From an optimization exercise on the open Yosys and OpenROAD flow, aimed at small area, a short achievable clock period and few clock cycles per item; shortcuts taken in it are not production practice. The RTL was checked by simulation tests, not by an equivalence proof against the original design. Power is estimated from default activity; no workload was simulated.

Design systolic_array_nxn, start of the top module:
module systolic_array_nxn #(
    parameter int unsigned N      = 4,
    parameter int unsigned DATA_W = 8,
    parameter int unsigned K_MAX  = 16,
    parameter int unsigned ACC_W  = 20,
    localparam int unsigned KW    = $clog2(K_MAX + 1)
) (
    input  logic                   clk,
    input  logic                   rst,
    input  logic                   enable,
    input  logic                   start,
    input  logic [KW-1:0]          k_len,
    input  logic                   in_valid,
    input  logic [N*DATA_W-1:0]    a_col,
    input  logic [N*DATA_W-1:0]    b_row,
    input  logic                   out_ready,
    output logic                   busy,
    output logic                   in_ready,
    output logic                   out_valid,
    output logic [N*N*ACC_W-1:0]   c_flat,
    output logic                   ovf
);
    localparam int unsigned PW = 29;    
    localparam logic [1:0] StIdle  = 2'd0;
    localparam logic [1:0] StFeed  = 2'd1;
  ...
clock: 6.0 ns
lec_check: 0
cap_margin: 20
core_margin: 2
core_utilization: 40
setup_slack_margin: 2.6
slew_margin: 20
synth_hierarchical: 1
synth_minimum_keep_size: 0
standard.sh (not shown) runs the stock make flow with config.mk's settings and CLKGATE_MAP_FILE= SYNTH_SCRIPT=/design/flow/synth_recipe.tcl, a recipe that flattens the netlist after the stock synthesis.
==> flow/flow/run.sh <==
#!/bin/bash
# The standard layout (standard.sh), except for the port buffers: every port
# is buffered with sky130_fd_sc_hd__buf_1 (outputs drive only the 0.01 pF
# load) instead of the cell ORFS picks, and flow/ports.tcl then makes the
# buffers of input ports that fan out to several pins sky130_fd_sc_hd__buf_8.
set -euo pipefail
here=$(pwd)
bash standard.sh "BUFFER_PORTS_ARGS=-buffer_cell sky130_fd_sc_hd__buf_1" "PRE_RESIZE_TCL=$here/flow/ports.tcl" "POST_RESIZE_TCL=$here/flow/ports.tcl" finish > standard_flow.log 2>&1
==> flow/flow/ports.tcl <==
# Run by ORFS just before and just after the resize step (PRE_RESIZE_TCL,
# POST_RESIZE_TCL). The ports were buffered with sky130_fd_sc_hd__buf_1
# (BUFFER_PORTS_ARGS), which global placement may have resized. An input
# port's buffer that drives more than 3 pins becomes sky130_fd_sc_hd__buf_8.
set n 0
set block [ord::get_db_block]
foreach bt [$block getBTerms] {
  if {[$bt getIoType] != "INPUT"} { continue }
  set net [$bt getNet]
  if {$net eq "NULL"} { continue }
  foreach it [$net getITerms] {
    set inst [$it getInst]
    set master [[$inst getMaster] getName]
    if {![regexp {^sky130_fd_sc_hd__(clk)?buf_[0-9]+$} $master]} { continue }
    set fanout 0
    foreach out [$inst getITerms] {
      if {[$out isOutputSignal] && [$out getNet] ne "NULL"} {
        set fanout [expr {[llength [[$out getNet] getITerms]] - 1}]
      }
    }
    if {$fanout > 3 && $master ne "sky130_fd_sc_hd__buf_8"} {
      replace_cell [$inst getName] sky130_fd_sc_hd__buf_8
      incr n
    }
  }
}
puts "Made $n input port buffers sky130_fd_sc_hd__buf_8"
The starting point ran to the end with no violations.
Testbench counts at the start, summed over its fixed seeds: cycles 44,891, jobs 3,200.
Rerun with:
--- a/flow/flow/run.sh
+++ b/flow/flow/run.sh
@@ -3,5 +3,5 @@
 # is buffered with sky130_fd_sc_hd__buf_1 (outputs drive only the 0.01 pF
 # load) instead of the cell ORFS picks, and flow/ports.tcl then makes the
-# buffers of input ports that fan out to several pins sky130_fd_sc_hd__buf_8.
+# buffers of input ports that fan out to many gates sky130_fd_sc_hd__buf_6.
 set -euo pipefail
 here=$(pwd)
--- a/flow/flow/ports.tcl
+++ b/flow/flow/ports.tcl
@@ -2,5 +2,5 @@
 # POST_RESIZE_TCL). The ports were buffered with sky130_fd_sc_hd__buf_1
 # (BUFFER_PORTS_ARGS), which global placement may have resized. An input
-# port's buffer that drives more than 3 pins becomes sky130_fd_sc_hd__buf_8.
+# port's buffer that drives many gates becomes sky130_fd_sc_hd__buf_6.
 set n 0
 set block [ord::get_db_block]
@@ -19,9 +19,9 @@
       }
     }
-    if {$fanout > 3 && $master ne "sky130_fd_sc_hd__buf_8"} {
-      replace_cell [$inst getName] sky130_fd_sc_hd__buf_8
+    if {$fanout > 8 && $master ne "sky130_fd_sc_hd__buf_6"} {
+      replace_cell [$inst getName] sky130_fd_sc_hd__buf_6
       incr n
     }
   }
 }
-puts "Made $n input port buffers sky130_fd_sc_hd__buf_8"
+puts "Made $n input port buffers sky130_fd_sc_hd__buf_6"
Settings changed: SETUP_SLACK_MARGIN 2.6 to unset.
The new run finished with timing, DRC and antenna clean; critical path depth does not change; clock-buffer cell count came out lower by 2; register-to-register slack gets worse by 40 ps; design area came out lower by 0.65%; total power came out lower by 1.2%; maximum frequency came out lower by 4.2%.
Rerun with:
--- a/flow/flow/run.sh
+++ b/flow/flow/run.sh
@@ -3,5 +3,5 @@
 # is buffered with sky130_fd_sc_hd__buf_1 (outputs drive only the 0.01 pF
 # load) instead of the cell ORFS picks, and flow/ports.tcl then makes the
-# buffers of input ports that fan out to many gates sky130_fd_sc_hd__buf_6.
+# buffers of input ports that fan out to several pins sky130_fd_sc_hd__buf_8.
 set -euo pipefail
 here=$(pwd)
--- a/flow/flow/ports.tcl
+++ b/flow/flow/ports.tcl
@@ -2,5 +2,5 @@
 # POST_RESIZE_TCL). The ports were buffered with sky130_fd_sc_hd__buf_1
 # (BUFFER_PORTS_ARGS), which global placement may have resized. An input
-# port's buffer that drives many gates becomes sky130_fd_sc_hd__buf_6.
+# port's buffer that drives more than 3 pins becomes sky130_fd_sc_hd__buf_8.
 set n 0
 set block [ord::get_db_block]
@@ -19,9 +19,9 @@
       }
     }
-    if {$fanout > 8 && $master ne "sky130_fd_sc_hd__buf_6"} {
-      replace_cell [$inst getName] sky130_fd_sc_hd__buf_6
+    if {$fanout > 3 && $master ne "sky130_fd_sc_hd__buf_8"} {
+      replace_cell [$inst getName] sky130_fd_sc_hd__buf_8
       incr n
     }
   }
 }
-puts "Made $n input port buffers sky130_fd_sc_hd__buf_6"
+puts "Made $n input port buffers sky130_fd_sc_hd__buf_8"
The changed run finished with timing, DRC and antenna clean; power barely changes; cell area went up by 0.35%; area after synthesis stays the same; combinational power barely changes; core utilization went up by 0.15 points; final cell count does not change; wire length went up by 0.48%.

========
== job 101 ==
Another version of the RTL of systolic_array_nxn (not shown whole).
Size in the first run: ~800 flip-flops, ~400 I/O pins, roughly 0.057 mm^2 of cells after synthesis.
export LEC_CHECK = 0
export CAP_MARGIN = 20
export CORE_MARGIN = 2
export CORE_UTILIZATION = 40
export SETUP_SLACK_MARGIN = 3.1
export SLEW_MARGIN = 20
export SYNTH_HIERARCHICAL = 1
export SYNTH_MINIMUM_KEEP_SIZE = 0
create_clock -name core_clock -period 6.0 [get_ports {clk}]
==> flow/flow/run.sh <==
#!/bin/bash
# The standard layout (standard.sh), except for the port buffers: every port
# is buffered with sky130_fd_sc_hd__buf_1 (outputs drive only the 0.01 pF
# load) instead of the cell ORFS picks, and flow/ports.tcl then makes the
# buffers of input ports that fan out to several pins sky130_fd_sc_hd__buf_12,
# without the buffers placement put behind them.
set -euo pipefail
here=$(pwd)
bash standard.sh "BUFFER_PORTS_ARGS=-buffer_cell sky130_fd_sc_hd__buf_1" "PRE_RESIZE_TCL=$here/flow/ports.tcl" "POST_RESIZE_TCL=$here/flow/ports.tcl" finish > standard_flow.log 2>&1
==> flow/flow/ports.tcl <==
# Run by ORFS just before and just after the resize step (PRE_RESIZE_TCL,
# POST_RESIZE_TCL). The ports were buffered with sky130_fd_sc_hd__buf_1
# (BUFFER_PORTS_ARGS). An input port's operand bit fans out to many gates:
# drop the buffers placement put behind the port's buffer and make the
# port's buffer a sky130_fd_sc_hd__buf_12 that drives them all itself.
proc my_is_buf {inst} {
  return [regexp {^sky130_fd_sc_hd__(clk)?buf_[0-9]+$} [[$inst getMaster] getName]]
}
proc my_out_net {inst} {
  foreach it [$inst getITerms] {
    if {[$it isOutputSignal]} { return [$it getNet] }
  }
  return "NULL"
}
set nrm 0
set nup 0
set block [ord::get_db_block]
foreach bt [$block getBTerms] {
  if {[$bt getIoType] != "INPUT"} { continue }
  set net [$bt getNet]
  if {$net eq "NULL"} { continue }
  set iterms [$net getITerms]
  if {[llength $iterms] != 1} { continue }
  set pbuf [[lindex $iterms 0] getInst]
  if {![my_is_buf $pbuf]} { continue }
  set onet [my_out_net $pbuf]
  if {$onet eq "NULL"} { continue }
  # buffers behind the port's buffer (one level, as placement leaves them)
  set behind {}
  foreach it [$onet getITerms] {
    set inst [$it getInst]
    if {$inst ne $pbuf && ![$it isOutputSignal] && [my_is_buf $inst]} {
      lappend behind [$inst getName]
    }
  }
  if {[llength $behind] > 0} {
    remove_buffers {*}$behind
    incr nrm [llength $behind]
  }
  set fanout [expr {[llength [[my_out_net $pbuf] getITerms]] - 1}]
  if {$fanout > 3 && [[$pbuf getMaster] getName] ne "sky130_fd_sc_hd__buf_12"} {
    replace_cell [$pbuf getName] sky130_fd_sc_hd__buf_12
    incr nup
  }
}
puts "Removed $nrm buffers behind input port buffers; made $nup input port buffers sky130_fd_sc_hd__buf_12"
Testbench counts of job 101, summed over its fixed seeds: cycles 44,891, jobs 3,200.
## Diff of input files: job 102 against job 101
--- a/flow/config.mk
+++ b/flow/config.mk
@@ -6,8 +6,11 @@
 export NUM_CORES = 4
 export LEC_CHECK = 0
+export ABC_AREA = 1
 export CAP_MARGIN = 20
 export CORE_MARGIN = 2
 export CORE_UTILIZATION = 40
-export SETUP_SLACK_MARGIN = 3.1
+export CTS_BUF_LIST = sky130_fd_sc_hd__clkbuf_8
+export CTS_CLUSTER_DIAMETER = 80
+export CTS_CLUSTER_SIZE = 16
 export SLEW_MARGIN = 20
 export SYNTH_HIERARCHICAL = 1
Having completed the whole flow, job 101 delivered a layout that passed the timing, DRC and antenna checks. Job 102 did not stop at any stage, and its layout met the timing, DRC and antenna checks. Per the comparison of job 102 with job 101, total power of the final layout now sits lower; combinational group share of total power increased 5.4 points. In the metrics for job 102 and job 101, the one carrying the lower number of clock buffer instances in the layout is job 102. Proportion of total power due to net switching ended up 3.8 points higher on job 102 than on job 101. Per the comparison of job 102 with job 101, die area essentially unchanged; worst setup slack increased 0.021 ns; share of final-layout standard cells stronger than drive strength 1 decreased 6.9 points; time the worst path needs with I/O delays and setup decreased 0.021 ns. Summary of job 102 over job 101: routed wire length now smaller; cell count increased about 1.8%.
diff inputs: job 102 => job 103
--- a/flow/config.mk
+++ b/flow/config.mk
@@ -6,11 +6,8 @@
 export NUM_CORES = 4
 export LEC_CHECK = 0
-export ABC_AREA = 1
 export CAP_MARGIN = 20
 export CORE_MARGIN = 2
 export CORE_UTILIZATION = 40
-export CTS_BUF_LIST = sky130_fd_sc_hd__clkbuf_8
-export CTS_CLUSTER_DIAMETER = 80
-export CTS_CLUSTER_SIZE = 16
+export SETUP_SLACK_MARGIN = 2.6
 export SLEW_MARGIN = 20
 export SYNTH_HIERARCHICAL = 1
Findings:
Compared with job 102, job 103 ends up with a larger final cell area. Summary of the comparison: clock latency on the worst-skew pair is lower in job 103, relative to job 102. Basic-gate share of the synthesized area counting and, or, nand and nor cells: higher on job 102. Job 103 ends up with a routed wire length that is 4.6 mm higher than in job 102. Job 103 against job 102: arrival time reported for the critical path endpoint stayed essentially flat, final cell count saw a decrease, hold slack went up 0.087 ns, design internal power increased by about 19% relative to the old numbers. Job 102 -> job 103: synthesized cell count decreased by a few percent. There was hardly any difference in sequential logic power between job 102 and job 103.
Edits applied to the flow inputs when going from job 103 to job 104:
--- a/flow/config.mk
+++ b/flow/config.mk
@@ -8,5 +8,5 @@
 export CAP_MARGIN = 20
 export CORE_MARGIN = 2
-export CORE_UTILIZATION = 40
+export CORE_UTILIZATION = 55
 export SETUP_SLACK_MARGIN = 2.6
 export SLEW_MARGIN = 20
Findings:
Comparing the two runs side by side, job 104 comes out ahead of job 103 on worst hold slack across all endpoints.
In job 104 the combinational power turned out about 0.8% lower than in job 103.
Diff job 103 -> job 104 | final critical delay including setup and external delays | increase of 0.063 ns
Job 104: routed length on met1 is about 7% lower than what job 103 reported.
Job 104: inserted tap cell count is about 27% lower than what job 103 reported.
Met3 layer usage reported by global route, job 103 and job 104: larger value in job 104
Diff job 103 -> job 104: total vias in the final route fell by 447, cell area went down 710 um^2.
Diff job 103 -> job 104: share of layout cells above drive strength 1 has remained practically unchanged; worst setup slack saw a decrease.
The following lists how job 105 was set up differently from job 104:
--- a/flow/config.mk
+++ b/flow/config.mk
@@ -9,4 +9,7 @@
 export CORE_MARGIN = 2
 export CORE_UTILIZATION = 55
+export CTS_BUF_LIST = sky130_fd_sc_hd__clkbuf_8
+export CTS_CLUSTER_DIAMETER = 80
+export CTS_CLUSTER_SIZE = 14
 export SETUP_SLACK_MARGIN = 2.6
 export SLEW_MARGIN = 20
## What came out
- Job 105 ended with every stage complete and zero timing, DRC or antenna violations.
- Job 104 and job 105 ended up with nearly the same non-clock buffer count.
- On via count of the first global-routing pass: job 105 sits below job 104.
- Total via count in the routed design for job 105 is lower than for job 104.
- Reported for job 104 and job 105, placer congestion estimate turned out identical to the last digit.
- Compared with job 104, in job 105 worst setup slack saw an increase, clock period minus final worst setup slack saw a decrease, total iterations of the first detailed-routing run saw little to no change, part of the cycle the worst path needs saw a decrease, hold slack saw a decrease.
- Total wirelength of the detailed-routed design: job 105 better than job 104
- Number of inserted diodes for job 105: 1 up relative to job 104

[separate check: timing with driven ports]
The flow's constraints put no driver on any port. The routed layouts listed below were extracted and timed again, unchanged, in two steps. Step 1, drivers: a clkbuf_16 drives clk and a buf_2 each remaining input, both assumed. Step 2, shift: input delay + t, output delay - t, t = (earliest + latest rising clock arrival at the registers) / 2. This alone moves slack from input paths to output paths. a / b / c = ideal / step 1 / step 2; a / b = the first two.
run | t, ns | setup slack, ns | worst setup path at the end | clock arrival spread, ns
the first run of note 1 | 0.786 | 2.813 / 2.817 / 2.031 | input to register | 0.037 / 0.037
the second run of note 1 | 0.781 | 2.672 / 2.670 / 1.889 | input to register | 0.033 / 0.032
the third run of note 1 | 0.776 | 2.709 / 2.701 / 1.926 | input to register | 0.031 / 0.031
job 101 | 0.789 | 3.086 / 2.907 / 2.118 | input to register | 0.033 / 0.032
job 102 | 0.850 | 3.107 / 3.074 / 2.225 | input to register | 0.069 / 0.070
job 103 | 0.782 | 3.014 / 3.002 / 2.220 | input to register | 0.029 / 0.029
job 104 | 0.734 | 2.952 / 2.933 / 2.199 | input to register | 0.023 / 0.022
job 105 | 0.792 | 3.022 / 3.002 / 2.210 | input to register | 0.036 / 0.037
After both steps setup and hold are still met in every run listed. The setup slack of job 101, which loses most, moves by -0.179 ns with the drivers and by -0.968 ns with both steps.
